Source: an optimization exercise on an open RTL-to-GDS flow (aim: small area, a short achievable clock period and few clock cycles). Production flows keep margins and buffers that such runs may drop.
Function was checked by simulation only, so behaviour that the tests miss may differ from the original.
No activity file was given, so power comes from the tool's default toggle rates.

$ cat constraint.sdc
create_clock -name core_clock -period 10.0 [get_ports {clk}]
set_input_delay 2.0000 -clock core_clock [delete_from_list [all_inputs] [get_ports {clk}]]
set_output_delay 2.0000 -clock core_clock [all_outputs]
set_load 0.01 [all_outputs]
$ cat design.v
package rt_pkg;
    localparam int unsigned CAMERA_IW = 16;
    localparam int unsigned CAMERA_QW = 16;
    localparam int unsigned CAMERA_WL = CAMERA_IW + CAMERA_QW;
endpackage
module rt_rgu #(
    parameter int unsigned WL = rt_pkg::CAMERA_WL
) (
    input  logic [WL-1:0] base,
    input  logic [WL-1:0] delta,
    input  logic          cin,
    output logic [WL-1:0] next
);
    localparam int unsigned LV = $clog2(WL);
    logic [(LV+1)*WL-1:0] g, p;
    logic [WL-1:0]        hp;
    assign hp = base ^ delta;
    always_comb begin
        g = '0;
        p = '0;
        g[WL-1:0] = base & delta;
        p[WL-1:0] = hp;
        g[0] = (base[0] & delta[0]) | (hp[0] & cin);
        for (int l = 0; l < LV; l++) begin
            for (int i = 0; i < WL; i++) begin
                if (((i >> l) & 1) == 1) begin
                    g[(l+1)*WL + i] = g[l*WL + i]
                                    | (p[l*WL + i] & g[l*WL + ((i >> l) << l) - 1]);
                    p[(l+1)*WL + i] = p[l*WL + i] & p[l*WL + ((i >> l) << l) - 1];
                end else begin
                    g[(l+1)*WL + i] = g[l*WL + i];
                    p[(l+1)*WL + i] = p[l*WL + i];
                end
            end
        end
        next = hp ^ {g[LV*WL +: WL-1], cin};
    end
endmodule
module rt_frag_stream #(
    parameter int unsigned IW = rt_pkg::CAMERA_IW,
    parameter int unsigned QW = rt_pkg::CAMERA_QW
) (
    input  logic          clk,
    input  logic          resetn,
    input  logic          start,
    input  logic          abort,
    output logic          busy,
    output logic          done,
    input  logic [31:0]   image_width,
    input  logic [31:0]   image_height,
    input  logic [31:0]   camera_center_x,
    input  logic [31:0]   camera_center_y,
    input  logic [31:0]   camera_center_z,
    input  logic [31:0]   pixel_delta_u_x,
    input  logic [31:0]   pixel_delta_u_y,
    input  logic [31:0]   pixel_delta_u_z,
    input  logic [31:0]   pixel_delta_v_x,
    input  logic [31:0]   pixel_delta_v_y,
    input  logic [31:0]   pixel_delta_v_z,
    input  logic [31:0]   pixel_00_loc_x,
    input  logic [31:0]   pixel_00_loc_y,
    input  logic [31:0]   pixel_00_loc_z,
    output logic          m_valid,
    input  logic          m_ready,
    output logic [31:0]   m_data,
    output logic          m_last
);
    logic [IW-1:0] img_w, img_h;
    logic          unused_bits;
    logic busy_q, init_q, valid_q, done_q;
    logic          lc_q, lr_q, last_q, w1_q;
    logic [IW-1:0] xrem_q, yrem_q, wm1_q;
    logic [31:0]   acc_q, row_q, step_q;
    logic          idle, hs, adv, row_start, lc_a, lr_a;
    logic [IW-1:0] xdec, ydec;
    logic [31:0]   sum;
    assign img_w = image_width[QW +: IW];
    assign img_h = image_height[QW +: IW];
    assign unused_bits = ^{image_width[QW-1:0], image_height[QW-1:0],
                           camera_center_y, camera_center_z,
                           pixel_delta_u_y, pixel_delta_u_z,
                           pixel_delta_v_y, pixel_delta_v_z,
                           pixel_00_loc_y, pixel_00_loc_z};
    assign idle      = ~(init_q | valid_q);
    assign hs        = valid_q & m_ready;
    assign adv       = init_q | hs;
    assign row_start = init_q | lc_q;
    assign xdec      = xrem_q - IW'(1);
    assign ydec      = yrem_q - IW'(1);
    rt_rgu #(
        .WL (32)
    ) u_rgu (
        .base  (lc_q ? row_q : acc_q),
        .delta (step_q),
        .cin   (init_q),
        .next  (sum)
    );
    always_comb begin
        lc_a = (xrem_q == IW'(1));
        lr_a = lr_q;
        if (row_start) begin
            lr_a = (yrem_q == IW'(1));
        end
        if (lc_q && !init_q) begin
            lc_a = w1_q;
        end
    end
    always_ff @(posedge clk or negedge resetn) begin
        if (!resetn) begin
            busy_q  <= 1'b0;
            init_q  <= 1'b0;
            valid_q <= 1'b0;
            done_q  <= 1'b0;
        end else begin
            done_q <= 1'b0;
            init_q <= 1'b0;
            if (abort) begin
                busy_q  <= 1'b0;
                valid_q <= 1'b0;
            end else if (!busy_q) begin
                if (start) begin
                    if (img_w != '0 && img_h != '0) begin
                        busy_q <= 1'b1;
                        init_q <= 1'b1;
                    end else begin
                        done_q <= 1'b1;
                    end
                end
            end else if (init_q) begin
                valid_q <= 1'b1;
            end else if (hs && last_q) begin
                busy_q  <= 1'b0;
                valid_q <= 1'b0;
                done_q  <= 1'b1;
            end
        end
    end
    always_ff @(posedge clk) begin
        if (idle) begin
            step_q <= ~camera_center_x;
            row_q  <= pixel_00_loc_x;
            xrem_q <= img_w;
            yrem_q <= img_h;
            lc_q   <= 1'b1;
        end
        if (adv) begin
            acc_q  <= sum;
        end
        if (!idle && adv) begin
            step_q <= lc_a ? pixel_delta_v_x : pixel_delta_u_x;
            lc_q   <= lc_a;
            lr_q   <= lr_a;
            last_q <= lc_a & lr_a;
            if (row_start) begin
                row_q  <= sum;
                yrem_q <= ydec;
            end
            if (init_q) begin
                xrem_q <= xdec;
                wm1_q  <= xdec;
                w1_q   <= (xrem_q == IW'(1));
            end else if (lc_q) begin
                xrem_q <= wm1_q;
            end else begin
                xrem_q <= xdec;
            end
        end
    end
    assign busy    = busy_q;
    assign done    = done_q;
    assign m_valid = valid_q;
    assign m_data  = acc_q;
    assign m_last  = last_q;
endmodule
$ cat standard.sh
#!/bin/bash
# synth_recipe.tcl (not shown) runs the flow's synth.tcl, then flattens the netlist and writes it again
# the make line also repeats each setting of config.mk as NAME=value (left out here)
make -C /OpenROAD-flow-scripts/flow DESIGN_CONFIG=/design/flow/config.mk WORK_HOME=/design/flow/orfs CLKGATE_MAP_FILE= SYNTH_SCRIPT=/design/flow/synth_recipe.tcl "${@:-finish}"
$ cat flow/run.sh
#!/bin/bash
# Standard ORFS layout with small port buffers, a compact clock tree and a
# tighter setup target for the resizer's timing repair. Each ORFS step keeps
# its full log under orfs/logs; make's own output goes to standard_make.log.
set -euo pipefail
export BUFFER_PORTS_ARGS="-buffer_cell sky130_fd_sc_hd__buf_1"
export CTS_ARGS="-sink_clustering_enable -repair_clock_nets -buf_list {sky130_fd_sc_hd__clkbuf_8 sky130_fd_sc_hd__clkbuf_16} -sink_clustering_size 30 -sink_clustering_max_diameter 100 -dont_use_dummy_load"
bash standard.sh BUFFER_PORTS_ARGS="$BUFFER_PORTS_ARGS" CTS_ARGS="$CTS_ARGS" SETUP_SLACK_MARGIN=6.7 finish > standard_make.log 2>&1
$ cat config.mk
export PLATFORM = sky130hd
export DESIGN_NAME = rt_frag_stream
export DESIGN_NICKNAME = rt_frag_stream
export VERILOG_FILES = /design/flow/design.v
export SDC_FILE = /design/flow/constraint.sdc
export NUM_CORES = 4
export LEC_CHECK = 0
export CAP_MARGIN = 20
export CORE_MARGIN = 2
export CORE_UTILIZATION = 40
export SLEW_MARGIN = 20
export TNS_END_PERCENT = 0
==> out/summary.txt, run 1 <==
Outcome: timing/DRC/antenna clean
Pwr dens: 197.2 mW/mm^2
TritonCTS Buffers: 17
Psw: 655.6 uW
Leakage: 0.003901 uW
Pre-antenna DRT Iters: 5
Clk sinks: 152
CTS root buf: clkbuf_16
Period utilization: 0.3335
Sequential fraction of the synthesis area: 0.4766
Layout cells sized above 1: 0.1008
CTS tree: built
1st-iter DRT viols: 358
Final wirelength: 23370 um
Sequential Power Share: 0.419
Critical Path End: yrem_q[8]
CP Max Fanout: 74
Nets: 1585
Routed via count: 7253
Congestion Overflow GR: 0
WL/cell: 17.08 um
Drt drc: 0
Tmin final: 3.335 ns
Cell row count: 53
Top post-synthesis cells by area: edfxtp_1, dfxtp_1, nand2_1, ha_1, nor2_1
Main synth FF type: edfxtp_1
PnR Total Power: 2044 uW
Finished Cell Area: 0.01036 sq mm
Worst-margin pin slew: 0.8343 ns
CP Depth: 8
Die W: 150.0 um
Max Slew Vio Count: 0
EDFF count, synth: 100
Post-route core utilization: 0.4946
GR Util All Layers: 0.2052
Crit path launch type: input port
Gate power share: 0.327
Post-Synthesis Cells: 893
Setup-failing EPs final: 0
Worst-Skew Late Latency: 0.42 ns
Chip height: 150.0 um
Share of Yosys cell area claimed by the top area cell type: 0.3522
CP required: 10.30 ns
Max Buffers Root-to-Sink: 2
Synth Cell Area: 0.008527 sq mm
Synth-to-layout area growth: 21.54%
GP Congestion: 0.8207
Fill cell count: 2041
Avg Inst Size Synth: 9.549 sq um
Core ar.: 0.02096 sq mm
Post-DP Area: 0.009549 sq mm
Global-route wire length before repair: 35330 um
Worst slew margin: 0.4437
Max Cap Viol: 0
HPWL after DPL: 16060 um
Yosys reg bits: 152
Vias in the first global route: 6685
Initial antenna violation count: 3
Largest net degree at the start of global routing: 75
Synth async-reset ratio: 0.02632
CTS Hold Bufs: 0
Leading area contributor after synthesis: edfxtp_1
DR vias/cell: 5.302
Setup_tns: 0 ns
Placed instance count: 1331
Hold Crit Class: flip-flop to flip-flop
Antenna viol nets, final: 0
Fmax: 0.2998 GHz
Clock Skew: 0.01730 ns
Die area: 0.02250 sq mm
Critical path arrival: 3.64 ns
Initial Utilization: 0.4069
Worst path slowest cell: bufinv_16
Worst Setup End Kind: flip-flop
R2R Path End: acc_q[31]
Port bufs: 200
Crit path buf inv count: 3
VDD IR max: 0.00009531 V
Cell variety after synth: 63
RSZ-0062 raised after global routing: true
CP Class: input port to flip-flop
Yosys warns: 2
Setup slack, reg-to-reg: 6.67 ns
Worst reg2reg path startpoint: lc_q
Clk pwr share: 0.254
Net Sw Frac: 0.3207
Final Hold Fails: 0
Layout Cells excl Fill: 1368
Syn_nets: 1385
Internal Power: 1389 uW
Io pins: 489
Critical path's top delay family: buffers and inverters
Worst reg2reg path depth: 10
Crit path from: m_ready
CTS HTree Levels: 4
Critical-path cell list: buf_1, a21oi_4, bufinv_16, o21ai_4, buf_8, nand2_1, o21ai_0, a221o_1
Critical path's largest stage delay: 0.34 ns
CTS clock-pin slew for the worst setup and hold paths: 0.06 ns
## state kept, by name (all words and copies together) (netlist names)
| name | count |
|---|---|
| step_q | 32 |
| valid_q | 1 |
| w1_q | 1 |
| xrem_q | 16 |
| done_q | 1 |
| last_q | 1 |
| yrem_q | 16 |
| wm1_q | 16 |
| row_q | 32 |
| init_q | 1 |
| busy_q | 1 |
| lc_q | 1 |
| acc_q | 32 |
| lr_q | 1 |
## cell usage after synthesis (all sizes together) (17+ instances only)
library cell	n
edfxtp	100
clkbuf	35
nor3	20
nand3	17
nor2	103
a21oi	59
nand2	121
xnor2	19
a31oi	53
ha	33
inv	35
xor2	18
o21ai	54
mux2	28
mux2i	20
dfxtp	48
## through the flow
stage / hold WS (ns) / setup slack, ns
3_3_place_gp: 0.4597 / 5.282
5_1_grt: 0.4938 / 6.543
6_report: 0.4709 / 6.665
2_1_floorplan: 0.4375 / 6.446
3_5_place_dp: 0.4626 / 5.262
4_1_cts: 0.4733 / 6.625
## power by group through the flow
stage               Sequential [uW]  Clock (uW)  Combinational [uW]
floorplan                       866           0                 438
global placement                866           0                 590
detailed placement              869           0                 601
CTS                             856         532                 627
global route                    868         556                 746
finish                          857         518                 669
## cell usage in the layout, fill, tap and decap left out, types with 3 or more instances in the layout
master,instances
buf_1,200
nand2_1,120
nor2_1,101
edfxtp_1,100
a21oi_1,57
o21ai_0,53
a31oi_1,53
dfxtp_1,48
inv_1,35
ha_1,33
mux2_2,27
nor3_1,19
buf_4,19
mux2i_1,18
xor2_1,18
xnor2_1,18
clkbuf_16,18
nand3_1,17
nor4_1,13
a21o_1,11
and3_1,9
a211oi_1,5
o21bai_1,4
or3_1,4
o21a_1,4
fa_1,4
o211ai_1,3
nand4_1,3
nand2b_1,3
a311oi_1,3
dfrtp_1,3
## area by class of cell
class | instances | area (sq um) | area share
Antenna cell | 2 | 5.005 | 0.0004829
Clock buffer | 17 | 425.4 | 0.04105
Inverter | 36 | 161.4 | 0.01557
Multi-Input combinational cell | 659 | 4324 | 0.4172
Sequential cell | 152 | 4065 | 0.3922
Tap cell | 275 | 344.1 | 0.03320
Timing Repair Buffer | 227 | 1039 | 0.1002
## cells by family (layout without fill, tap and decap cells)
family,count (synthesis),in the layout,synth area share
AND/OR/NAND/NOR,308,308,0.1607
XOR/XNOR,37,37,0.03800
buffers and inverters,83,280,0.03771
other,0,2,0
AO/OA/AOI/OAI,226,227,0.1640
adder cells (fa/ha/maj),39,39,0.06251
multiplexers,48,48,0.06045
flip-flops,152,152,0.4766
## layer usage
layer,vias to the layer above,GRT usage,part of all wire
met5,-,0,0.00034
met2,187,0.3215,0.47
met1,3404,0.2826,0.46
met3,24,0.04848,0.065
li1,3636,-,-
met4,2,0.06132,0.015
## what timing repair did
item / CTS / global route
pin swaps: 5 / 13
buffers inserted: 7 / 8
gates resized for setup: 19 / 20
cloned: 1 / 1
setup endpoints to repair: 113 / 37
## worst reg2reg max path, cell delays in order (launching register included)
cell       delay [ns]
edfxtp_1         0.44
buf_12           0.18
mux2_2           0.37
ha_1             0.32
and2_4           0.18
a221o_1          0.33
a221o_2          0.40
a211oi_4         0.36
o2bb2ai_4        0.14
a21oi_2          0.19
o311ai_1         0.13
## worst min path at each step
stage               start    endpoint  slack [ns]  cells past startpoint
2_1_floorplan  yrem_q[13]  yrem_q[13]        0.44                      1
3_3_place_gp    row_q[18]   row_q[18]        0.46                      2
3_5_place_dp   yrem_q[13]  yrem_q[13]        0.46                      1
4_1_cts          row_q[1]    row_q[1]        0.47                      2
5_1_grt         row_q[19]   row_q[19]        0.49                      2
6_report         row_q[7]    row_q[7]        0.47                      2
Testbench counts, summed over its fixed seeds: cycles 25,740.
==> inputs of run 2 (changes only) <==
--- a/flow/run.sh
+++ b/flow/run.sh
@@ -5,4 +5,4 @@
 set -euo pipefail
 export BUFFER_PORTS_ARGS="-buffer_cell sky130_fd_sc_hd__buf_1"
 export CTS_ARGS="-sink_clustering_enable -repair_clock_nets -buf_list {sky130_fd_sc_hd__clkbuf_8 sky130_fd_sc_hd__clkbuf_16} -sink_clustering_size 30 -sink_clustering_max_diameter 100 -dont_use_dummy_load"
-bash standard.sh BUFFER_PORTS_ARGS="$BUFFER_PORTS_ARGS" CTS_ARGS="$CTS_ARGS" SETUP_SLACK_MARGIN=6.7 finish > standard_make.log 2>&1
+bash standard.sh BUFFER_PORTS_ARGS="$BUFFER_PORTS_ARGS" CTS_ARGS="$CTS_ARGS" SETUP_SLACK_MARGIN=7.0 finish > standard_make.log 2>&1
==> out/summary.txt, run 2 <==
Hold Startpoint: row_q[12] (was row_q[7])
RSZ-0062 raised after global routing: true (unchanged)
Cell row count: 53 (unchanged)
Pre-antenna DRT Iters: 5 (unchanged)
Critical path's largest stage delay: 0.40 ns (was 0.34 ns)
Most instantiated library cell after synthesis: nand2_1 (unchanged)
Die W: 150.0 um (unchanged)
Leakage: 0.003957 uW (was 0.003901 uW)
CP required: 10.14 ns (was 10.30 ns)
VDD IR max: 0.0001001 V (was 0.00009531 V)
Hold Path End: row_q[12] (was row_q[7])
Worst setup margin: 6.790 ns (was 6.665 ns)
Nets: 1595 (was 1585)
Die area: 0.02250 sq mm (unchanged)
GP Congestion: 0.8366 (was 0.8207)
WL/cell: 17.34 um (was 17.08 um)
Final wirelength: 23970 um (was 23370 um)
HPWL after DPL: 15960 um (was 16060 um)
CTS clock-pin slew for the worst setup and hold paths: 0.05 ns (was 0.06 ns)
Pwr dens: 196.7 mW/mm^2 (was 197.2 mW/mm^2)
Routed via count: 7296 (was 7253)
Cell variety after synth: 63 (unchanged)
Setup_tns: 0 ns (unchanged)
TritonCTS Buffers: 17 (unchanged)
Worst reg2reg path startpoint: lc_q (unchanged)
Final Hold Fails: 0 (unchanged)
Max Slew Vio Count: 0 (unchanged)
Critical-path cell list: buf_6, buf_12, mux2i_4, fa_2, inv_2, fa_2, a211oi_2, o211ai_1, buf_4, a22o_4, a22o_4, o2bb2ai_4, a21oi_4, o311ai_2 (was buf_1, a21oi_4, bufinv_16, o21ai_4, buf_8, nand2_1, o21ai_0, a221o_1)
Layout cells sized above 1: 0.1208 (was 0.1008)
Worst-Skew Late Latency: 0.43 ns (was 0.42 ns)
Outcome: timing/DRC/antenna clean (unchanged)
Initial antenna violation count: 7 (was 3)
Initial Utilization: 0.4069 (unchanged)
Setup-failing EPs final: 0 (unchanged)
Core ar.: 0.02096 sq mm (unchanged)
Tmin final: 3.210 ns (was 3.335 ns)
Critical path's top delay family: compound AO/OA/AOI/OAI gates (was buffers and inverters)
Sequential fraction of the synthesis area: 0.4766 (unchanged)
Leading area contributor after synthesis: edfxtp_1 (unchanged)
Period utilization: 0.3210 (was 0.3335)
Chip height: 150.0 um (unchanged)
Yosys reg bits: 152 (unchanged)
EDFF count, synth: 100 (unchanged)
1st-iter DRT viols: 470 (was 358)
Fmax: 0.3115 GHz (was 0.2998 GHz)
PnR Total Power: 2086 uW (was 2044 uW)
CTS tree: built (unchanged)
GR Util All Layers: 0.2093 (was 0.2052)
Max Cap Viol: 0 (unchanged)
Avg Inst Size Synth: 9.549 sq um (unchanged)
Post-Synthesis Cells: 893 (unchanged)
Synth async-reset ratio: 0.02632 (unchanged)
Worst slew margin: 0.2858 (was 0.4437)
Synth Cell Area: 0.008527 sq mm (unchanged)
Main synth FF type: edfxtp_1 (unchanged)
CP Class: flip-flop to flip-flop (was input port to flip-flop)
Port bufs: 200 (unchanged)
Synth-to-layout area growth: 24.37% (was 21.54%)
Syn_nets: 1385 (unchanged)
Drt drc: 0 (unchanged)
DR vias/cell: 5.279 (was 5.302)
CP Depth: 14 (was 8)
Vias in the first global route: 6673 (was 6685)
Worst Setup End Kind: flip-flop (unchanged)
Io pins: 489 (unchanged)
Critical path arrival: 3.35 ns (was 3.64 ns)
Crit path launch type: flip-flop (was input port)
Worst path slowest cell: edfxtp_1 (was bufinv_16)
CP Max Fanout: 4 (was 74)
Largest net degree at the start of global routing: 60 (was 75)
CTS root buf: clkbuf_16 (unchanged)
Congestion Overflow GR: 0 (unchanged)
Most frequent cells in the layout: buf_1, nand2_1, nor2_1, edfxtp_1, a21oi_1 (unchanged)
Top post-synthesis cells by area: edfxtp_1, dfxtp_1, nand2_1, ha_1, nor2_1 (unchanged)
Clock Skew: 0.02365 ns (was 0.01730 ns)
Yosys warns: 2 (unchanged)
Commonest non-fill, non-tap cell in the layout: buf_1 (unchanged)
Top Registers: acc_q: 32 flops, row_q: 32 flops, step_q: 32 flops (unchanged)
Hold Path Depth: 2 (unchanged)
Worst-margin pin slew: 1.071 ns (was 0.8343 ns)
CTS HTree Levels: 4 (unchanged)
Crit path buf inv count: 4 (was 3)
Share of Yosys cell area claimed by the top area cell type: 0.3522 (unchanged)
Hold Crit Class: flip-flop to flip-flop (unchanged)
CTS Hold Bufs: 0 (unchanged)
Dpl ws: 4.966 ns (was 5.262 ns)
Antenna viol nets, final: 0 (unchanged)
Setup slack, reg-to-reg: 6.79 ns (was 6.67 ns)
Commonest cells post-synth: nand2_1, nor2_1, edfxtp_1 (unchanged)
Max Buffers Root-to-Sink: 2 (unchanged)
Clk sinks: 152 (unchanged)
Global-route wire length before repair: 35980 um (was 35330 um)
R2R Path End: acc_q[31] (unchanged)
Worst reg2reg path depth: 14 (was 10)
run 2: cell counts after synthesis:
No cell type changed its count.
run 2: how the worst max path moves through the flow:
stage,startpoint,end,slack (ns)
floorplan,m_ready,step_q[25],6.87
global placement,m_ready,yrem_q[9],5.00
detailed placement,m_ready,yrem_q[9],4.97
CTS,lc_q,acc_q[31],6.75
global route,lc_q,row_q[16],6.68
finish,lc_q,acc_q[31],6.79
run 2: logic make-up (layout without fill, tap and decap cells):
| kind of cell | after synthesis | in the layout | synth area share |
|---|---|---|---|
| AND/OR/NAND/NOR | 308 | 308 | 0.1607 |
| flip-flops | 152 | 152 | 0.4766 |
| other | 0 | 6 | 0 |
| multiplexers | 48 | 48 | 0.06045 |
| XOR/XNOR | 37 | 37 | 0.03800 |
| AO/OA/AOI/OAI | 226 | 227 | 0.1640 |
| adder cells (fa/ha/maj) | 39 | 39 | 0.06251 |
| buffers and inverters | 83 | 290 | 0.03771 |
run 2: final cells by class:
| cell class | count | area, sq um |
|---|---|---|
| Timing Repair inverter | 2 | 17.52 |
| Tap cell | 275 | 344.1 |
| Sequential cell | 152 | 4065 |
| Antenna cell | 6 | 15.01 |
| Clock buffer | 17 | 425.4 |
| Fill cell | 1999 | 10350 |
| Inverter | 36 | 147.6 |
| Multi-Input combinational cell | 659 | 4442 |
| Timing Repair Buffer | 235 | 1149 |
run 2: per-stage QoR:
| stage | cell area (sq um) | hold slack, ns | utilization | cells |
|---|---|---|---|---|
| 6_report | 10610 | 0.4739 | 0.5061 | 1382 |
| 5_1_grt | 10600 | 0.4890 | 0.5057 | 1379 |
| 4_1_cts | 10400 | 0.4743 | 0.4964 | 1369 |
| 3_5_place_dp | 9557 | 0.4628 | 0.4561 | 1330 |
| 3_3_place_gp | 9557 | 0.4593 | 0.4561 | 1330 |
| 2_1_floorplan | 8597 | 0.4375 | - | 893 |
run 2: per-layer routing:
layer | GRT usage | vias up | wire [um]
met2 | 0.3183 | 203 | 11050
met5 | 0 | - | 8
met1 | 0.2895 | 3397 | 10950
met4 | 0.07075 | 2 | 404
li1 | - | 3672 | -
met3 | 0.05488 | 22 | 1553
run 2: tightest hold or removal path, delay by kind of cell, from the launching register on:
kind            cells  cell delay (ns)
flops               1             0.30
compound gates      1             0.07
simple gates        1             0.05
run 2: power breakdown:
| part | total, uW | leakage, uW | internal (uW) | switching, uW |
|---|---|---|---|---|
| clock network | 518 | 0.000210 | 295 | 224 |
| logic | 709 | 0.00230 | 316 | 393 |
| registers | 859 | 0.00145 | 803 | 56.2 |
run 2: what timing repair did:
item,CTS,global route
gates resized for setup,48,18
setup endpoints to repair,132,174
buffers inserted,19,5
pin swaps,21,12
gates cloned,3,1
==> inputs of run 3 (changes only) <==
==> flow/run.sh (replaced) <==
#!/bin/bash
# Standard ORFS layout with small port buffers, a compact clock tree and a
# tighter setup target for the resizer's timing repair. Each ORFS step keeps
# its full log under orfs/logs; make's own output goes to standard_make.log.
set -euo pipefail
export BUFFER_PORTS_ARGS="-buffer_cell sky130_fd_sc_hd__buf_1"
export CTS_ARGS="-sink_clustering_enable -repair_clock_nets -buf_list {sky130_fd_sc_hd__clkbuf_4 sky130_fd_sc_hd__clkbuf_8} -sink_clustering_size 30 -sink_clustering_max_diameter 100 -dont_use_dummy_load"
bash standard.sh BUFFER_PORTS_ARGS="$BUFFER_PORTS_ARGS" CTS_ARGS="$CTS_ARGS" SETUP_SLACK_MARGIN=6.5 finish > standard_make.log 2>&1
--- a/config.mk
+++ b/config.mk
@@ -9,4 +9,3 @@
 export CORE_MARGIN = 2
 export CORE_UTILIZATION = 40
 export SLEW_MARGIN = 20
-export TNS_END_PERCENT = 0
==> out/summary.txt, run 3 <==
DR vias/cell: 5.318 (was 5.279)
CP required: 10.30 ns (was 10.14 ns)
Max Slew Vio Count: 0 (unchanged)
TritonCTS Buffers: 17 (unchanged)
Drt drc: 0 (unchanged)
Met2 wire length: 10530 um (was 11050 um)
Sequential fraction of the synthesis area: 0.4766 (unchanged)
Max Buffers Root-to-Sink: 2 (unchanged)
Crit path launch type: input port (was flip-flop)
Layout cells sized above 1: 0.09024 (was 0.1208)
Nets: 1580 (was 1595)
Max Cap Viol: 0 (unchanged)
Synth-to-layout area growth: 17.78% (was 24.37%)
Outcome: timing/DRC/antenna clean (unchanged)
GR Util All Layers: 0.2041 (was 0.2093)
Main synth FF type: edfxtp_1 (unchanged)
Worst setup margin: 6.532 ns (was 6.790 ns)
Synth Cell Area: 0.008527 sq mm (unchanged)
Top Registers: acc_q: 32 flops, row_q: 32 flops, step_q: 32 flops (unchanged)
Gate power share: 0.345 (was 0.340)
DR top layer: met4 (was met5)
Chip height: 150.0 um (unchanged)
Commonest cells post-synth: nand2_1, nor2_1, edfxtp_1 (unchanged)
CP Max Fanout: 57 (was 4)
Port bufs: 200 (unchanged)
Clk pwr share: 0.192 (was 0.248)
Largest family of logic cells by synthesized area: compound AO/OA/AOI/OAI gates (unchanged)
Antenna viol nets, final: 0 (unchanged)
Sequential Power Share: 0.464 (was 0.412)
CTS root buf: clkbuf_8 (was clkbuf_16)
Mux cell area share after synthesis: 0.06045 (unchanged)
CTS tree: built (unchanged)
Cell variety after synth: 63 (unchanged)
Commonest non-fill, non-tap cell in the layout: buf_1 (unchanged)
Yosys reg bits: 152 (unchanged)
Synth Area in Adders: 0.06251 (unchanged)
Synth Area in Compound Gates: 0.1640 (unchanged)
Post-route core utilization: 0.4793 (was 0.5061)
VDD IR max: 0.00008347 V (was 0.0001001 V)
Core ar.: 0.02096 sq mm (unchanged)
Die W: 150.0 um (unchanged)
Leading area contributor after synthesis: edfxtp_1 (unchanged)
Hold slack: 0.4713 ns (was 0.4739 ns)
EDFF count, synth: 100 (unchanged)
WL/cell: 17.14 um (was 17.34 um)
Setup-failing EPs final: 0 (unchanged)
Internal Power: 1224 uW (was 1414 uW)
Final Hold Fails: 0 (unchanged)
Post-synthesis simple-gate area fraction: 0.1607 (unchanged)
Post-synthesis xor/xnor area fraction: 0.03800 (unchanged)
Yosys warns: 2 (unchanged)
Psw: 618.9 uW (was 672.9 uW)
GP Congestion: 0.8583 (was 0.8366)
CP Class: input port to flip-flop (was flip-flop to flip-flop)
WL met3: 1408 um (was 1553 um)
Clk sinks: 152 (unchanged)
Largest net degree at the start of global routing: 66 (was 60)
Share of Yosys cell area claimed by the top area cell type: 0.3522 (unchanged)
Congestion Overflow GR: 0 (unchanged)
Dpl ws: 5.267 ns (was 4.966 ns)
Leakage: 0.003755 uW (was 0.003957 uW)
Top post-synthesis cells by area: edfxtp_1, dfxtp_1, nand2_1, ha_1, nor2_1 (unchanged)
Worst-Skew Late Latency: 0.45 ns (was 0.43 ns)
Vias in the first global route: 6662 (was 6673)
CTS Hold Bufs: 0 (unchanged)
Most frequent cells in the layout: buf_1, nand2_1, nor2_1, edfxtp_1, a21oi_1 (unchanged)
Syn_nets: 1385 (unchanged)
Period utilization: 0.3468 (was 0.3210)
Final wirelength: 23400 um (was 23970 um)
Hold Crit Class: flip-flop to flip-flop (unchanged)
Avg Inst Size Synth: 9.549 sq um (unchanged)
HPWL after DPL: 16010 um (was 15960 um)
RSZ-0062 raised after global routing: true (unchanged)
Metal-1 WL: 11000 um (was 10950 um)
Clock Skew: 0.03178 ns (was 0.02365 ns)
Initial Utilization: 0.4069 (unchanged)
1st-iter DRT viols: 413 (was 470)
Worst Setup End Kind: flip-flop (unchanged)
Worst slew margin: 0.5199 (was 0.2858)
Critical path arrival: 3.77 ns (was 3.35 ns)
Fmax: 0.2883 GHz (was 0.3115 GHz)
Setup_tns: 0 ns (unchanged)
Die area: 0.02250 sq mm (unchanged)
Pwr dens: 183.5 mW/mm^2 (was 196.7 mW/mm^2)
CTS clock-pin slew for the worst setup and hold paths: 0.07 ns (was 0.05 ns)
Cell row count: 53 (unchanged)
Synth async-reset ratio: 0.02632 (unchanged)
Initial antenna violation count: 4 (was 7)
Tmin final: 3.468 ns (was 3.210 ns)
Pre-antenna DRT Iters: 5 (unchanged)
Post-Synthesis Cells: 893 (unchanged)
Most instantiated library cell after synthesis: nand2_1 (unchanged)
Io pins: 489 (unchanged)
Routed via count: 7259 (was 7296)
Worst-margin pin slew: 0.7202 ns (was 1.071 ns)
Net Sw Frac: 0.3358 (was 0.3225)
Global-route wire length before repair: 35070 um (was 35980 um)
CTS HTree Levels: 4 (unchanged)
==> run 3: area by class of cell <==
cell class	instances	area, sq um
Inverter	36	161.4
Clock buffer	17	234.0
Timing Repair Buffer	223	1018
Fill cell	2065	10910
Multi-Input combinational cell	658	4212
Tap cell	275	344.1
Sequential cell	152	4064
Antenna cell	4	10.01
==> run 3: path summary, 6_finish.rpt <==
check / from / to / slack (ns) / cells past startpoint
setup / recovery: m_ready / row_q[31] / 6.53 / 8
hold / removal: row_q[1] / row_q[1] / 0.47 / 2
setup reg to reg: init_q / acc_q[31] / 6.59 / 12
hold reg to reg: row_q[1] / row_q[1] / 0.47 / 2
max in group asynchronous: resetn / valid_q / 8.44 / 1
min in group asynchronous: resetn / done_q / 1.37 / 1
==> run 3: routing by layer <==
metal  track usage  up-vias
met5             0        -
met4       0.06415        0
met3       0.04787       28
met2        0.3176      189
met1        0.2816     3410
li1              -     3632
==> run 3: cells by family after synthesis <==
| family | count (synthesis) |
|---|---|
| buffers and inverters | 83 |
| AO/OA/AOI/OAI | 226 |
| adder cells (fa/ha/maj) | 39 |
| flip-flops | 152 |
| multiplexers | 48 |
| XOR/XNOR | 37 |
| AND/OR/NAND/NOR | 308 |
==> run 3: power by group through the flow <==
| stage | logic (uW) | clock network (uW) | registers (uW) |
|---|---|---|---|
| floorplan | 438 | 0 | 866 |
| global placement | 591 | 0 | 866 |
| detailed placement | 600 | 0 | 869 |
| CTS | 625 | 366 | 854 |
| global route | 711 | 391 | 866 |
| finish | 636 | 353 | 854 |
==> run 3: critical path, cell delays in order <==
cell       delay, ns
buf_1           0.12
a21oi_2         0.13
bufinv_16       0.35
buf_16          0.23
o21ai_4         0.22
or3_1           0.40
a211oi_1        0.23
a211oi_1        0.07
==> run 3: stage by stage <==
step | total power [uW] | cell area (sq um) | std cells
finish | 1843 | 10040 | 1365
global route | 1969 | 10040 | 1362
CTS | 1845 | 9940 | 1354
detailed placement | 1469 | 9557 | 1332
global placement | 1456 | 9557 | 1332
floorplan | 1304 | 8533 | 893
==> run 3: timing repair <==
| action | CTS | global route |
|---|---|---|
| pin swaps | 2 | 6 |
| endpoints found under the setup margin | 93 | 27 |
| setup buffers | 4 | 6 |
| resized for setup | 18 | 6 |
| cloned | 1 | 1 |
==> inputs of run 4 (changes only) <==
--- a/design.v
+++ b/design.v
@@ -69,7 +69,7 @@
     logic          unused_bits;
     logic busy_q, init_q, valid_q, done_q;
     logic          lc_q, lr_q, last_q, w1_q;
-    logic [IW-1:0] xrem_q, yrem_q, wm1_q;
+    logic [IW-1:0] xrem_q, yrem_q, w_q;
     logic [31:0]   acc_q, row_q, step_q;
     logic          idle, hs, adv, row_start, lc_a, lr_a;
     logic [IW-1:0] xdec, ydec;
@@ -96,14 +96,8 @@
         .next  (sum)
     );
     always_comb begin
-        lc_a = (xrem_q == IW'(1));
-        lr_a = lr_q;
-        if (row_start) begin
-            lr_a = (yrem_q == IW'(1));
-        end
-        if (lc_q && !init_q) begin
-            lc_a = w1_q;
-        end
+        lc_a = lc_q ? w1_q : (xrem_q == IW'(2));
+        lr_a = row_start ? (yrem_q == IW'(1)) : lr_q;
     end
     always_ff @(posedge clk or negedge resetn) begin
         if (!resetn) begin
@@ -136,33 +130,26 @@
         end
     end
     always_ff @(posedge clk) begin
+        step_q <= idle ? ~camera_center_x
+                : ((adv ? lc_a : lc_q) ? pixel_delta_v_x : pixel_delta_u_x);
         if (idle) begin
-            step_q <= ~camera_center_x;
             row_q  <= pixel_00_loc_x;
-            xrem_q <= img_w;
+            w_q    <= img_w;
+            w1_q   <= (img_w == IW'(1));
             yrem_q <= img_h;
             lc_q   <= 1'b1;
         end
         if (adv) begin
             acc_q  <= sum;
+            xrem_q <= lc_q ? w_q : xdec;
         end
         if (!idle && adv) begin
-            step_q <= lc_a ? pixel_delta_v_x : pixel_delta_u_x;
             lc_q   <= lc_a;
             lr_q   <= lr_a;
             last_q <= lc_a & lr_a;
             if (row_start) begin
                 row_q  <= sum;
                 yrem_q <= ydec;
-            end
-            if (init_q) begin
-                xrem_q <= xdec;
-                wm1_q  <= xdec;
-                w1_q   <= (xrem_q == IW'(1));
-            end else if (lc_q) begin
-                xrem_q <= wm1_q;
-            end else begin
-                xrem_q <= xdec;
             end
         end
     end
==> flow/run.sh (replaced) <==
#!/bin/bash
# Standard ORFS layout with small port buffers, a compact clock tree and a
# tighter setup target for the resizer's timing repair. Each ORFS step keeps
# its full log under orfs/logs; make's own output goes to standard_make.log.
set -euo pipefail
export BUFFER_PORTS_ARGS="-buffer_cell sky130_fd_sc_hd__buf_1"
export CTS_ARGS="-sink_clustering_enable -repair_clock_nets -buf_list {sky130_fd_sc_hd__clkbuf_8 sky130_fd_sc_hd__clkbuf_16} -sink_clustering_size 30 -sink_clustering_max_diameter 100 -dont_use_dummy_load"
bash standard.sh BUFFER_PORTS_ARGS="$BUFFER_PORTS_ARGS" CTS_ARGS="$CTS_ARGS" SETUP_SLACK_MARGIN=7.0 finish > standard_make.log 2>&1
--- a/config.mk
+++ b/config.mk
@@ -9,3 +9,4 @@
 export CORE_MARGIN = 2
 export CORE_UTILIZATION = 40
 export SLEW_MARGIN = 20
+export TNS_END_PERCENT = 0
==> out/summary.txt, run 4 <==
CTS clock-pin slew for the worst setup and hold paths: 0.06 ns (was 0.07 ns)
Worst-Skew Late Latency: 0.43 ns (was 0.45 ns)
Io pins: 489 (unchanged)
Nets: 1486 (was 1580)
TritonCTS Buffers: 17 (unchanged)
Die area: 0.02131 sq mm (was 0.02250 sq mm)
Cell row count: 51 (was 53)
Fill cell count: 1901 (was 2065)
Most instantiated library cell after synthesis: nand2_1 (unchanged)
CP Class: flip-flop to flip-flop (was input port to flip-flop)
Post-Synthesis Cells: 783 (was 893)
Crit path launch type: flip-flop (was input port)
Avg Inst Size Synth: 10.30 sq um (was 9.549 sq um)
Worst reg2reg path startpoint: lc_q (was init_q)
Pwr dens: 202.4 mW/mm^2 (was 183.5 mW/mm^2)
Register area: 0.003744 sq mm (was 0.004064 sq mm)
Cell variety after synth: 66 (was 63)
CTS HTree Levels: 4 (unchanged)
Outcome: timing/DRC/antenna clean (unchanged)
Area of the multi-input gates: 0.004120 sq mm (was 0.004212 sq mm)
Yosys reg bits: 152 (unchanged)
Routed via count: 6558 (was 7259)
WL/cell: 16.75 um (was 17.14 um)
Share of Yosys cell area claimed by the top area cell type: 0.2532 (was 0.3522)
Final Hold Fails: 0 (unchanged)
CTS tree: built (unchanged)
Largest net degree at the start of global routing: 58 (was 66)
Initial antenna violation count: 4 (unchanged)
Clk sinks: 152 (unchanged)
Period utilization: 0.3394 (was 0.3468)
HPWL after DPL: 14170 um (was 16010 um)
Synth Cell Area: 0.008065 sq mm (was 0.008527 sq mm)
Congestion Overflow GR: 0 (unchanged)
Clock Skew: 0.02367 ns (was 0.03178 ns)
CP Max Fanout: 5 (was 57)
Max Slew Vio Count: 0 (unchanged)
Worst-margin pin slew: 0.8240 ns (was 0.7202 ns)
Leakage: 0.003901 uW (was 0.003755 uW)
Hold Path Depth: 2 (unchanged)
Chip height: 146.0 um (was 150.0 um)
DR vias/cell: 5.209 (was 5.318)
Initial Utilization: 0.4104 (was 0.4069)
Most frequent cells in the layout: buf_1, nand2_1, dfxtp_1, mux2i_1, edfxtp_1 (was buf_1, nand2_1, nor2_1, edfxtp_1, a21oi_1)
Worst Setup End Kind: flip-flop (unchanged)
GR Util All Layers: 0.1921 (was 0.2041)
VDD IR max: 0.00008811 V (was 0.00008347 V)
RSZ-0062 raised after global routing: true (unchanged)
CTS root buf: clkbuf_16 (was clkbuf_8)
Antenna viol nets, final: 0 (unchanged)
Max Buffers Root-to-Sink: 2 (unchanged)
Hold Startpoint: row_q[17] (was row_q[1])
Fmax: 0.2947 GHz (was 0.2883 GHz)
Setup_tns: 0 ns (unchanged)
Tmin final: 3.394 ns (was 3.468 ns)
EDFF count, synth: 68 (was 100)
Global-route wire length before repair: 32510 um (was 35070 um)
Drt drc: 0 (unchanged)
Setup-failing EPs final: 0 (unchanged)
Layout cells sized above 1: 0.09476 (was 0.09024)
Worst reg2reg path depth: 13 (was 12)
Leading area contributor after synthesis: edfxtp_1 (unchanged)
Main synth FF type: dfxtp_1 (was edfxtp_1)
Pre-antenna DRT Iters: 5 (unchanged)
CP required: 10.32 ns (was 10.30 ns)
Worst slew margin: 0.4506 (was 0.5199)
Port bufs: 200 (unchanged)
Top post-synthesis cells by area: edfxtp_1, dfxtp_1, mux2i_1, ha_1, nand2_1 (was edfxtp_1, dfxtp_1, nand2_1, ha_1, nor2_1)
PnR Total Power: 1975 uW (was 1843 uW)
GP Congestion: 0.7985 (was 0.8583)
Max Cap Viol: 0 (unchanged)
Yosys warns: 2 (unchanged)
Crit path from: lc_q (was m_ready)
Commonest non-fill, non-tap cell in the layout: buf_1 (unchanged)
Final wirelength: 21090 um (was 23400 um)
Synth async-reset ratio: 0.02632 (unchanged)
1st-iter DRT viols: 327 (was 413)
Die W: 146.0 um (was 150.0 um)
Core ar.: 0.01965 sq mm (was 0.02096 sq mm)
Synth-to-layout area growth: 20.97% (was 17.78%)
Vias in the first global route: 6374 (was 6662)
Commonest cells post-synth: nand2_1, dfxtp_1, mux2i_1 (was nand2_1, nor2_1, edfxtp_1)
Syn_nets: 1275 (was 1385)
Critical path arrival: 3.71 ns (was 3.77 ns)
Sequential fraction of the synthesis area: 0.4642 (was 0.4766)
Hold Crit Class: flip-flop to flip-flop (unchanged)
Top Registers: acc_q: 32 flops, row_q: 32 flops, step_q: 32 flops (unchanged)
[run 4: cell count changes after synthesis, sizes merged, moves of 6 or more]
cell    change
a21o        +7
a21oi      -28
a31oi      -28
and3        -6
clkbuf     -11
dfxtp      +32
edfxtp     -32
inv         -6
mux2i      +49
nand2      -18
nor2       -55
o21ai      -19
[run 4: routing by layer]
layer / part of all wire / vias up / global-route usage / wire (um)
met5: 0.00057 / - / 0 / 12
met4: 0.0081 / 2 / 0.04709 / 170
met3: 0.069 / 16 / 0.05893 / 1462
met2: 0.46 / 177 / 0.3144 / 9802
met1: 0.46 / 3088 / 0.2492 / 9637
li1: - / 3275 / - / -
[run 4: final cells by class]
type,instances,area share
multi-input cells,569,0.4223
flip-flops and latches,152,0.3837
repair buffers,224,0.1040
clock buffers,17,0.04360
well taps,265,0.03398
inverters,30,0.01193
diodes,2,0.0005130
[run 4: path summary, 6_finish.rpt]
check                       endpoint  slack (ns)
hold reg to reg            row_q[17]        0.47
min in group asynchronous     init_q        1.42
setup / recovery           row_q[31]        6.61
max in group asynchronous    valid_q        8.39
setup reg to reg           row_q[31]        6.61
hold / removal             row_q[17]        0.47
[run 4: cell families (layout without fill, tap and decap cells)]
family	Yosys count	count (layout)	share of synthesized area
AOI/OAI and AO/OA	158	160	0.1308
xor gates and xnor gates	37	37	0.04018
adders and majority gates	39	39	0.06609
buffers and inverters	64	271	0.03894
DFF	152	152	0.4642
muxes	97	97	0.1247
other	0	2	0
and+or+nand+nor	236	236	0.1351
[run 4: worst max-delay path, cell delays in order, from the launching register on]
cell	delay (ns)
edfxtp_1	0.35
buf_4	0.18
buf_12	0.14
mux2i_2	0.17
fa_1	0.19
inv_1	0.06
fa_2	0.38
a211oi_2	0.22
o211a_1	0.26
a2bb2oi_4	0.25
o2111ai_4	0.16
a41o_1	0.26
or4_1	0.49
and4_1	0.18
[run 4: through the flow]
stage	hold WS [ns]	util	std cells	setup slack, ns	instance area, sq um
after floorplan	0.4364	-	783	6.721	8115
after global placement	0.4569	0.4602	1221	5.931	9045
after detailed placement	0.4602	0.4602	1221	5.921	9045
after CTS	0.4724	0.4881	1246	6.541	9593
after global routing	0.4891	0.4962	1257	6.472	9752
final	0.4661	0.4964	1259	6.606	9757
[run 4: power breakdown]
part / switching, uW / internal [uW]
registers: 51.5 / 777
logic: 349 / 281
clock network: 222 / 294
[run 4: what timing repair did]
action	4_1_cts	5_1_grt
pin swaps	2	2
resized for setup	7	8
setup endpoints to repair	149	158
setup buffers	7	8
hold buffers	0	0
cloned	1	3
Testbench counts of run 4, summed over its fixed seeds: cycles 25,740.
==> inputs of run 5 (changes only) <==
--- a/flow/run.sh
+++ b/flow/run.sh
@@ -5,4 +5,4 @@
 set -euo pipefail
 export BUFFER_PORTS_ARGS="-buffer_cell sky130_fd_sc_hd__buf_1"
 export CTS_ARGS="-sink_clustering_enable -repair_clock_nets -buf_list {sky130_fd_sc_hd__clkbuf_8 sky130_fd_sc_hd__clkbuf_16} -sink_clustering_size 30 -sink_clustering_max_diameter 100 -dont_use_dummy_load"
-bash standard.sh BUFFER_PORTS_ARGS="$BUFFER_PORTS_ARGS" CTS_ARGS="$CTS_ARGS" SETUP_SLACK_MARGIN=7.0 finish > standard_make.log 2>&1
+bash standard.sh BUFFER_PORTS_ARGS="$BUFFER_PORTS_ARGS" CTS_ARGS="$CTS_ARGS" SETUP_SLACK_MARGIN=6.7 finish > standard_make.log 2>&1
--- a/config.mk
+++ b/config.mk
@@ -9,4 +9,3 @@
 export CORE_MARGIN = 2
 export CORE_UTILIZATION = 40
 export SLEW_MARGIN = 20
-export TNS_END_PERCENT = 0
==> out/summary.txt, run 5 <==
Outcome: timing/DRC/antenna clean (unchanged)
Routed via count: 6560 (was 6558)
CTS tree: built (unchanged)
Crit path from: lc_q (unchanged)
CTS clock-pin slew for the worst setup and hold paths: 0.05 ns (was 0.06 ns)
WL/cell: 17.00 um (was 16.75 um)
PnR Total Power: 2030 uW (was 1975 uW)
Initial antenna violation count: 3 (was 4)
Fmax: 0.2996 GHz (was 0.2947 GHz)
Io pins: 489 (unchanged)
GR Util All Layers: 0.1925 (was 0.1921)
Avg Inst Size Synth: 10.30 sq um (unchanged)
Largest net degree at the start of global routing: 58 (unchanged)
1st-iter DRT viols: 329 (was 327)
Gate power share: 0.337 (was 0.319)
Leading area contributor after synthesis: edfxtp_1 (unchanged)
Crit path launch type: flip-flop (unchanged)
Layout cells sized above 1: 0.1210 (was 0.09476)
Yosys warns: 2 (unchanged)
Max Slew Vio Count: 0 (unchanged)
Top Registers: acc_q: 32 flops, row_q: 32 flops, step_q: 32 flops (unchanged)
DR vias/cell: 5.174 (was 5.209)
Hold slack: 0.4670 ns (was 0.4661 ns)
Max Buffers Root-to-Sink: 2 (unchanged)
Final wirelength: 21550 um (was 21090 um)
Chip height: 146.0 um (unchanged)
Period utilization: 0.3338 (was 0.3394)
Core ar.: 0.01965 sq mm (unchanged)
Worst Setup End Kind: flip-flop (unchanged)
Clock Skew: 0.01908 ns (was 0.02367 ns)
Share of Yosys cell area claimed by the top area cell type: 0.2532 (unchanged)
Psw: 645.4 uW (was 622.1 uW)
Sequential fraction of the synthesis area: 0.4642 (unchanged)
Hold Crit Class: flip-flop to flip-flop (unchanged)
Worst setup margin: 6.662 ns (was 6.606 ns)
CP Max Fanout: 8 (was 5)
Worst slew margin: 0.4580 (was 0.4506)
Port bufs: 200 (unchanged)
Critical path arrival: 3.65 ns (was 3.71 ns)
Leakage: 0.003951 uW (was 0.003901 uW)
Clk pwr share: 0.254 (was 0.261)
CTS HTree Levels: 4 (unchanged)
Dpl ws: 5.596 ns (was 5.921 ns)
Vias in the first global route: 6382 (was 6374)
Setup_tns: 0 ns (unchanged)
Nets: 1494 (was 1486)
Congestion Overflow GR: 0 (unchanged)
Syn_nets: 1275 (unchanged)
TritonCTS Buffers: 17 (unchanged)
VDD IR max: 0.00009733 V (was 0.00008811 V)
Placed instance count: 1220 (was 1221)
Die area: 0.02131 sq mm (unchanged)
Synth Cell Area: 0.008065 sq mm (unchanged)
Synth-to-layout area growth: 23.10% (was 20.97%)
Synth async-reset ratio: 0.02632 (unchanged)
GP Congestion: 0.8041 (was 0.7985)
RSZ-0062 raised after global routing: true (unchanged)
Initial Utilization: 0.4104 (unchanged)
Setup-failing EPs final: 0 (unchanged)
Commonest cells post-synth: nand2_1, dfxtp_1, mux2i_1 (unchanged)
Net Sw Frac: 0.3180 (was 0.3150)
Clk sinks: 152 (unchanged)
Post-Synthesis Cells: 783 (unchanged)
Tmin final: 3.338 ns (was 3.394 ns)
CP Class: flip-flop to flip-flop (unchanged)
Most instantiated library cell after synthesis: nand2_1 (unchanged)
Yosys reg bits: 152 (unchanged)
Pwr dens: 204.4 mW/mm^2 (was 202.4 mW/mm^2)
Cell row count: 51 (unchanged)
Cell variety after synth: 66 (unchanged)
Layout Cells excl Fill: 1268 (was 1259)
Main synth FF type: dfxtp_1 (unchanged)
Drt drc: 0 (unchanged)
Pre-antenna DRT Iters: 5 (unchanged)
HPWL after DPL: 14180 um (was 14170 um)
Global-route wire length before repair: 32260 um (was 32510 um)
Die W: 146.0 um (unchanged)
Internal Power: 1384 uW (was 1353 uW)
Hold Startpoint: row_q[9] (was row_q[17])
Final Hold Fails: 0 (unchanged)
CP required: 10.31 ns (was 10.32 ns)
Max Cap Viol: 0 (unchanged)
Worst-Skew Late Latency: 0.42 ns (was 0.43 ns)
Worst-margin pin slew: 0.8130 ns (was 0.8240 ns)
Antenna viol nets, final: 0 (unchanged)
Top post-synthesis cells by area: edfxtp_1, dfxtp_1, mux2i_1, ha_1, nand2_1 (unchanged)
Commonest non-fill, non-tap cell in the layout: buf_1 (unchanged)
Most frequent cells in the layout: buf_1, nand2_1, dfxtp_1, mux2i_1, edfxtp_1 (unchanged)
EDFF count, synth: 68 (unchanged)
CTS root buf: clkbuf_16 (unchanged)
Worst reg2reg path startpoint: lc_q (unchanged)
Sequential Power Share: 0.409 (was 0.420)
run 5: stage by stage:
| stage | utilization | area [sq um] |
|---|---|---|
| after floorplan | - | 8113 |
| after global placement | 0.4598 | 9037 |
| after detailed placement | 0.4598 | 9037 |
| after CTS | 0.4922 | 9673 |
| after global routing | 0.5048 | 9921 |
| final | 0.5052 | 9928 |
run 5: layout make-up:
cell class	instances	area (sq um)
tap	265	331.6
fill	1922	9726
timing repair buffer	232	1079
clock buffer	17	425.4
inverter	30	120.1
sequential	152	3744
multi-input combinational	569	4222
antenna	3	7.507
run 5: per-layer routing:
layer / GRT usage / part of all wire
met1: 0.2478 / 0.46
met2: 0.3160 / 0.47
met3: 0.05831 / 0.068
met4: 0.05194 / 0.0084
met5: 0 / 0.00074
run 5: worst max-delay path, stage by stage, from the launching register on:
cell and delay, ns:
edfxtp_1 0.49, buf_12 0.18, buf_4 0.13, mux2_2 0.33
ha_1 0.32, o211ai_1 0.25, o211a_1 0.28, a2bb2oi_4 0.24
o2111ai_4 0.14, a41o_1 0.25, or4_1 0.49, and4_1 0.16
run 5: what timing repair did:
item,CTS,global route
gates resized for setup,20,22
endpoints found under the setup margin,60,78
cloned,1,3
hold buffers,0,0
pin swaps,8,11
setup buffers,11,13
run 5: power by group through the flow:
stage | clock network [uW] | registers (uW) | logic [uW]
after global placement | 0 | 841 | 583
final | 515 | 830 | 685
after global routing | 550 | 841 | 764
after floorplan | 0 | 838 | 444
after detailed placement | 0 | 841 | 592
after CTS | 528 | 829 | 627
run 5: cell families (layout without fill, tap and decap cells):
kind of cell,after synthesis,in the layout,share of synthesized area
and+or+nand+nor,236,236,0.1351
buffers and inverters,64,279,0.03894
adders and majority gates,39,39,0.06609
xor gates and xnor gates,37,37,0.04018
muxes,97,97,0.1247
DFF,152,152,0.4642
other,0,3,0
AOI/OAI and AO/OA,158,160,0.1308
run 5: path summary, 6_finish.rpt:
kind                        endpoint  slack, ns  depth (start not counted)
setup / recovery           row_q[31]       6.66                         11
hold / removal              row_q[9]       0.47                          2
setup reg to reg           row_q[31]       6.66                         11
hold reg to reg             row_q[9]       0.47                          2
max in group asynchronous     busy_q       8.39                          1
min in group asynchronous     init_q       1.41                          1
==> inputs of run 6 (changes only) <==
--- a/flow/run.sh
+++ b/flow/run.sh
@@ -5,4 +5,4 @@
 set -euo pipefail
 export BUFFER_PORTS_ARGS="-buffer_cell sky130_fd_sc_hd__buf_1"
 export CTS_ARGS="-sink_clustering_enable -repair_clock_nets -buf_list {sky130_fd_sc_hd__clkbuf_8 sky130_fd_sc_hd__clkbuf_16} -sink_clustering_size 30 -sink_clustering_max_diameter 100 -dont_use_dummy_load"
-bash standard.sh BUFFER_PORTS_ARGS="$BUFFER_PORTS_ARGS" CTS_ARGS="$CTS_ARGS" SETUP_SLACK_MARGIN=6.7 finish > standard_make.log 2>&1
+bash standard.sh BUFFER_PORTS_ARGS="$BUFFER_PORTS_ARGS" CTS_ARGS="$CTS_ARGS" SETUP_SLACK_MARGIN=6.85 finish > standard_make.log 2>&1
--- a/config.mk
+++ b/config.mk
@@ -9,3 +9,4 @@
 export CORE_MARGIN = 2
 export CORE_UTILIZATION = 40
 export SLEW_MARGIN = 20
+export TNS_END_PERCENT = 0
==> out/summary.txt, run 6 <==
Post-route core utilization: 0.4964 (was 0.5052)
Layout cells sized above 1: 0.09476 (was 0.1210)
Clock Skew: 0.02367 ns (was 0.01908 ns)
Worst setup margin: 6.606 ns (was 6.662 ns)
Final wirelength: 21090 um (was 21550 um)
Avg Inst Size Synth: 10.30 sq um (unchanged)
Syn_nets: 1275 (unchanged)
CTS root buf: clkbuf_16 (unchanged)
Pwr dens: 202.4 mW/mm^2 (was 204.4 mW/mm^2)
GP Congestion: 0.7985 (was 0.8041)
Leakage: 0.003901 uW (was 0.003951 uW)
Die W: 146.0 um (unchanged)
Max Buffers Root-to-Sink: 2 (unchanged)
Leading area contributor after synthesis: edfxtp_1 (unchanged)
Cell variety after synth: 66 (unchanged)
Post-Synthesis Cells: 783 (unchanged)
Antenna viol nets, final: 0 (unchanged)
Share of Yosys cell area claimed by the top area cell type: 0.2532 (unchanged)
Yosys warns: 2 (unchanged)
Max Slew Vio Count: 0 (unchanged)
Core ar.: 0.01965 sq mm (unchanged)
Initial antenna violation count: 4 (was 3)
Nets: 1486 (was 1494)
Fmax: 0.2947 GHz (was 0.2996 GHz)
Synth Cell Area: 0.008065 sq mm (unchanged)
Max Cap Viol: 0 (unchanged)
DR vias/cell: 5.209 (was 5.174)
CTS HTree Levels: 4 (unchanged)
Top post-synthesis cells by area: edfxtp_1, dfxtp_1, mux2i_1, ha_1, nand2_1 (unchanged)
Chip height: 146.0 um (unchanged)
Io pins: 489 (unchanged)
Sequential fraction of the synthesis area: 0.4642 (unchanged)
Commonest non-fill, non-tap cell in the layout: buf_1 (unchanged)
Worst slew margin: 0.4506 (was 0.4580)
Yosys reg bits: 152 (unchanged)
Tmin final: 3.394 ns (was 3.338 ns)
Synth async-reset ratio: 0.02632 (unchanged)
Critical path's largest stage delay: 0.49 ns (about the same)
CP Max Fanout: 5 (was 8)
Hold slack: 0.4661 ns (was 0.4670 ns)
CP Class: flip-flop to flip-flop (unchanged)
HPWL after DPL: 14170 um (was 14180 um)
Crit path launch type: flip-flop (unchanged)
Worst Setup End Kind: flip-flop (unchanged)
Dpl ws: 5.921 ns (was 5.596 ns)
Critical path's top delay family: compound AO/OA/AOI/OAI gates (unchanged)
Commonest cells post-synth: nand2_1, dfxtp_1, mux2i_1 (unchanged)
TritonCTS Buffers: 17 (unchanged)
Period utilization: 0.3394 (was 0.3338)
RSZ-0062 raised after global routing: true (unchanged)
Setup_tns: 0 ns (unchanged)
Most instantiated library cell after synthesis: nand2_1 (unchanged)
Post-DP Area: 0.009045 sq mm (was 0.009037 sq mm)
VDD IR max: 0.00008811 V (was 0.00009733 V)
Global-route wire length before repair: 32510 um (was 32260 um)
Routed via count: 6558 (was 6560)
Worst-Skew Late Latency: 0.43 ns (was 0.42 ns)
Synth-to-layout area growth: 20.97% (was 23.10%)
Congestion Overflow GR: 0 (unchanged)
Cell row count: 51 (unchanged)
Outcome: timing/DRC/antenna clean (unchanged)
Pre-antenna DRT Iters: 5 (unchanged)
Vias in the first global route: 6374 (was 6382)
GR Util All Layers: 0.1921 (was 0.1925)
Finished Cell Area: 0.009757 sq mm (was 0.009928 sq mm)
Port bufs: 200 (unchanged)
Die area: 0.02131 sq mm (unchanged)
Top Registers: acc_q: 32 flops, row_q: 32 flops, step_q: 32 flops (unchanged)
Clk sinks: 152 (unchanged)
CP required: 10.32 ns (was 10.31 ns)
Worst path slowest cell: or4_1 (was edfxtp_1)
Crit path buf inv count: 3 (was 2)
Drt drc: 0 (unchanged)
Initial Utilization: 0.4104 (unchanged)
Most frequent cells in the layout: buf_1, nand2_1, dfxtp_1, mux2i_1, edfxtp_1 (unchanged)
Final Hold Fails: 0 (unchanged)
WL/cell: 16.75 um (was 17.00 um)
Critical path arrival: 3.71 ns (was 3.65 ns)
EDFF count, synth: 68 (unchanged)
Hold Crit Class: flip-flop to flip-flop (unchanged)
Setup-failing EPs final: 0 (unchanged)
Worst-margin pin slew: 0.8240 ns (was 0.8130 ns)
Critical-path cell list: buf_4, buf_12, mux2i_2, fa_1, inv_1, fa_2, a211oi_2, o211a_1, a2bb2oi_4, o2111ai_4, a41o_1, or4_1, and4_1 (was buf_12, buf_4, mux2_2, ha_1, o211ai_1, o211a_1, a2bb2oi_4, o2111ai_4, a41o_1, or4_1, and4_1)
1st-iter DRT viols: 327 (was 329)
Main synth FF type: dfxtp_1 (unchanged)
Largest net degree at the start of global routing: 58 (unchanged)
CTS clock-pin slew for the worst setup and hold paths: 0.06 ns (was 0.05 ns)
CTS tree: built (unchanged)
run 6: changes by cell type in the layout (fill, tap and decap cells not counted), sizes merged:
cell	before	now
diode	3	2
buf	230	222
inv	28	29
clkinvlp	2	1
run 6: power by group:
part           switching [uW]  leakage (uW)  total (uW)  internal, uW
clock network             222      0.000210         516           294
logic                     349       0.00231         630           281
registers                51.5       0.00138         829           777
run 6: kinds of logic after synthesis:
group,count (synthesis),synth area share
AO/OA/AOI/OAI,158,0.1308
XOR/XNOR,37,0.04018
adder cells (fa/ha/maj),39,0.06609
buffers and inverters,64,0.03894
flip-flops,152,0.4642
multiplexers,97,0.1247
AND/OR/NAND/NOR,236,0.1351
run 6: stage by stage:
step	cells	total power [uW]
CTS	1246	1967
finish	1259	1975
global placement	1221	1424
detailed placement	1221	1431
floorplan	783	1283
global route	1257	2098
run 6: worst paths after layout:
check                      slack, ns  cells after the start   endpoint       from
min reg2reg                     0.47                      2  row_q[17]  row_q[17]
min                             0.47                      2  row_q[17]  row_q[17]
max reg2reg                     6.61                     13  row_q[31]       lc_q
max in group asynchronous       8.39                      1    valid_q     resetn
min in group asynchronous       1.42                      1     init_q     resetn
max                             6.61                     13  row_q[31]       lc_q
run 6: layout make-up:
class	instances	area (sq um)
sequential	152	3744
multi-input combinational	569	4120
inverter	30	116.4
tap	265	331.6
timing repair buffer	224	1015
fill	1901	9897
clock buffer	17	425.4
antenna	2	5.005
run 6: tightest hold or removal path, stage by stage, from the launching register on:
cell and delay, ns:
dfxtp_1 0.30, nand2_1 0.05, a31oi_1 0.06
run 6: metal layers:
layer  GRT usage  part of all wire  vias up
li1            -                 -     3275
met1      0.2492              0.46     3088
met2      0.3144              0.46      177
met3     0.05893             0.069       16
met4     0.04709            0.0081        2
met5           0           0.00057        -
run 6: what timing repair did:
action,CTS,global route
setup endpoints to repair,126,127
gates cloned,1,3
pin swaps,2,2
hold buffers,0,0
resized for setup,7,8
setup buffers,7,8
==> inputs of run 7 (changes only) <==
==> flow/run.sh (replaced) <==
#!/bin/bash
# Standard ORFS layout with small port buffers, a compact clock tree and a
# tighter setup target for the resizer's timing repair. Each ORFS step keeps
# its full log under orfs/logs; make's own output goes to standard_make.log.
set -euo pipefail
export BUFFER_PORTS_ARGS="-buffer_cell sky130_fd_sc_hd__buf_1"
export CTS_ARGS="-sink_clustering_enable -repair_clock_nets -buf_list {sky130_fd_sc_hd__clkbuf_4 sky130_fd_sc_hd__clkbuf_8} -sink_clustering_size 30 -sink_clustering_max_diameter 100 -dont_use_dummy_load"
bash standard.sh BUFFER_PORTS_ARGS="$BUFFER_PORTS_ARGS" CTS_ARGS="$CTS_ARGS" SETUP_SLACK_MARGIN=7.0 finish > standard_make.log 2>&1
==> out/summary.txt, run 7 <==
Tmin final: 3.398 ns (was 3.394 ns)
GP Congestion: 0.7985 (unchanged)
Worst reg2reg path depth: 12 (was 13)
Crit path launch type: input port (was flip-flop)
Worst reg2reg path startpoint: lc_q (unchanged)
Critical path's top delay family: compound AO/OA/AOI/OAI gates (unchanged)
1st-iter DRT viols: 280 (was 327)
CP Class: input port to flip-flop (was flip-flop to flip-flop)
R2R Path End: row_q[31] (unchanged)
Main synth FF type: dfxtp_1 (unchanged)
Yosys warns: 2 (unchanged)
Worst Setup End Kind: flip-flop (unchanged)
PnR Total Power: 1794 uW (was 1975 uW)
Worst-margin pin slew: 0.9129 ns (was 0.8240 ns)
Synth-to-layout area growth: 18.00% (was 20.97%)
CTS root buf: clkbuf_8 (was clkbuf_16)
Clock Skew: 0.02595 ns (was 0.02367 ns)
CTS clock-pin slew for the worst setup and hold paths: 0.08 ns (was 0.06 ns)
Share of Yosys cell area claimed by the top area cell type: 0.2532 (unchanged)
Port bufs: 200 (unchanged)
Critical path arrival: 3.71 ns (about the same)
GR Util All Layers: 0.1906 (was 0.1921)
Post-route core utilization: 0.4842 (was 0.4964)
Crit path buf inv count: 2 (was 3)
Worst setup margin: 6.602 ns (was 6.606 ns)
Yosys reg bits: 152 (unchanged)
Io pins: 489 (unchanged)
Hold Path Depth: 2 (unchanged)
WL/cell: 16.06 um (was 16.75 um)
Commonest non-fill, non-tap cell in the layout: buf_1 (unchanged)
Top Registers: acc_q: 32 flops, row_q: 32 flops, step_q: 32 flops (unchanged)
Post-Synthesis Cells: 783 (unchanged)
Clk sinks: 152 (unchanged)
CP Max Fanout: 32 (was 5)
Vias in the first global route: 6329 (was 6374)
CP required: 10.31 ns (was 10.32 ns)
Cell row count: 51 (unchanged)
Post-DP Area: 0.009045 sq mm (unchanged)
Register area: 0.003744 sq mm (unchanged)
Commonest cells post-synth: nand2_1, dfxtp_1, mux2i_1 (unchanged)
Worst path slowest cell: o21a_4 (was or4_1)
Leading area contributor after synthesis: edfxtp_1 (unchanged)
TritonCTS Buffers: 17 (unchanged)
Most frequent cells in the layout: buf_1, nand2_1, dfxtp_1, mux2i_1, edfxtp_1 (unchanged)
Pre-antenna DRT Iters: 5 (unchanged)
Antenna viol nets, final: 0 (unchanged)
Routed via count: 6509 (was 6558)
Outcome: timing/DRC/antenna clean (unchanged)
Max Slew Vio Count: 0 (unchanged)
Hold Path End: row_q[17] (unchanged)
Synth async-reset ratio: 0.02632 (unchanged)
Setup_tns: 0 ns (unchanged)
Chip height: 146.0 um (unchanged)
RSZ-0062 raised after global routing: true (unchanged)
Finished Cell Area: 0.009517 sq mm (was 0.009757 sq mm)
Pwr dens: 188.5 mW/mm^2 (was 202.4 mW/mm^2)
HPWL after DPL: 14170 um (unchanged)
Setup slack, reg-to-reg: 6.60 ns (was 6.61 ns)
Period utilization: 0.3398 (was 0.3394)
Congestion Overflow GR: 0 (unchanged)
Sequential fraction of the synthesis area: 0.4642 (unchanged)
Die W: 146.0 um (unchanged)
Synth Cell Area: 0.008065 sq mm (unchanged)
Dpl ws: 5.921 ns (unchanged)
Core ar.: 0.01965 sq mm (unchanged)
Leakage: 0.003793 uW (was 0.003901 uW)
Initial antenna violation count: 4 (unchanged)
Global-route wire length before repair: 32160 um (was 32510 um)
Worst slew margin: 0.3891 (was 0.4506)
Initial Utilization: 0.4104 (unchanged)
Hold Startpoint: row_q[17] (unchanged)
Final wirelength: 20170 um (was 21090 um)
VDD IR max: 0.00007915 V (was 0.00008811 V)
CTS tree: built (unchanged)
Nets: 1482 (was 1486)
Avg Inst Size Synth: 10.30 sq um (unchanged)
Most instantiated library cell after synthesis: nand2_1 (unchanged)
Layout cells sized above 1: 0.09109 (was 0.09476)
Setup-failing EPs final: 0 (unchanged)
Fill cell count: 1921 (was 1901)
CP most frequent cell: mux2i_1
EDFF count, synth: 68 (unchanged)
Fmax: 0.2943 GHz (was 0.2947 GHz)
Die area: 0.02131 sq mm (unchanged)
Hold Crit Class: flip-flop to flip-flop (unchanged)
CP Depth: 7 (was 13)
Drt drc: 0 (unchanged)
Max Cap Viol: 0 (unchanged)
Worst-Skew Late Latency: 0.45 ns (was 0.43 ns)
Critical path's largest stage delay: 0.52 ns (was 0.49 ns)
Critical-path cell list: buf_1, a21oi_4, inv_1, nand2_2, o21a_4, mux2i_1, mux2i_1 (was buf_4, buf_12, mux2i_2, fa_1, inv_1, fa_2, a211oi_2, o211a_1, a2bb2oi_4, o2111ai_4, a41o_1, or4_1, and4_1)
Max Buffers Root-to-Sink: 2 (unchanged)
Final Hold Fails: 0 (unchanged)
CTS HTree Levels: 4 (unchanged)
DR vias/cell: 5.182 (was 5.209)
Area of the multi-input gates: 0.004096 sq mm (was 0.004120 sq mm)
Cell variety after synth: 66 (unchanged)
Syn_nets: 1275 (unchanged)
Largest net degree at the start of global routing: 58 (unchanged)
Top post-synthesis cells by area: edfxtp_1, dfxtp_1, mux2i_1, ha_1, nand2_1 (unchanged)
==> run 7: worst max-delay path by stage <==
stage | start | end | slack (ns)
after floorplan | lc_q | row_q[31] | 6.72
after global placement | lc_q | row_q[31] | 5.93
after detailed placement | lc_q | row_q[31] | 5.92
after CTS | lc_q | row_q[31] | 6.55
after global routing | lc_q | row_q[31] | 6.48
final | m_ready | step_q[28] | 6.60
==> run 7: tightest hold or removal path, cell delays in order, from the launching register on <==
cell,delay [ns]
dfxtp_1,0.31
nand2_1,0.05
a31oi_1,0.06
==> run 7: power by group <==
part / internal [uW] / switching [uW]
clock: 150 / 199
combinational: 277 / 341
sequential: 776 / 51.6
total: 1200 / 591
==> run 7: logic make-up after synthesis <==
family,share of synthesized area
mux,0.1247
buf+inv,0.03894
compound gates,0.1308
fa+ha+maj,0.06609
simple gates,0.1351
xor+xnor,0.04018
flops,0.4642
==> run 7: cell type report <==
| cell class | instances | share of cell area |
|---|---|---|
| diodes | 3 | 0.0007889 |
| clock buffers | 17 | 0.02459 |
| inverters | 30 | 0.01223 |
| multi-input cells | 567 | 0.4304 |
| flip-flops and latches | 152 | 0.3934 |
| well taps | 265 | 0.03484 |
| repair buffers | 222 | 0.1037 |
==> run 7: per-stage QoR <==
stage / hold slack [ns] / instances
floorplan: 0.4364 / 783
global placement: 0.4569 / 1221
detailed placement: 0.4602 / 1221
CTS: 0.4745 / 1246
global route: 0.4928 / 1253
finish: 0.4686 / 1256
==> run 7: metal layers <==
| layer | wire length (um) | track usage | vias to the layer above |
|---|---|---|---|
| li1 | - | - | 3262 |
| met2 | 9300 | 0.3087 | 179 |
| met5 | 12 | 0 | - |
| met4 | 201 | 0.05146 | 2 |
| met3 | 1330 | 0.05987 | 15 |
| met1 | 9323 | 0.2471 | 3051 |
==> run 7: repair_timing <==
| action | 4_1_cts | 5_1_grt |
|---|---|---|
| pin swaps | 2 | 6 |
| hold buffers | 0 | 0 |
| gates cloned | 1 | 1 |
| setup endpoints to repair | 171 | 167 |
| gates resized for setup | 7 | 7 |
| buffers inserted | 7 | 6 |

[afterwards: timing with drivers on the ports]
Ports are ideal in the flow. The routed layouts listed here were re-timed in OpenROAD.
Step 1 sets driving cells, clkbuf_16 on the clock port and buf_2 on the other inputs (assumed; they add their load-dependent delay and slew).
Step 2 times the ports against the registers' clock, not the clock port: input delays grow and output delays shrink by t, the midpoint of the rising clock arrivals with the driver on.
Slacks: no drivers / after step 1 / after step 2; pairs: no drivers / after step 1.
run	t (ns)	setup slack, ns
run 1	0.461	6.665 / 6.673 / 6.229
run 2	0.467	6.790 / 6.790 / 6.368
run 3	0.472	6.532 / 6.547 / 6.075
run 4	0.460	6.606 / 6.606 / 6.179
run 5	0.461	6.662 / 6.662 / 6.284
run 6	0.460	6.606 / 6.606 / 6.179
run 7	0.479	6.602 / 6.604 / 6.133
After both steps setup and hold are still met in every run listed.
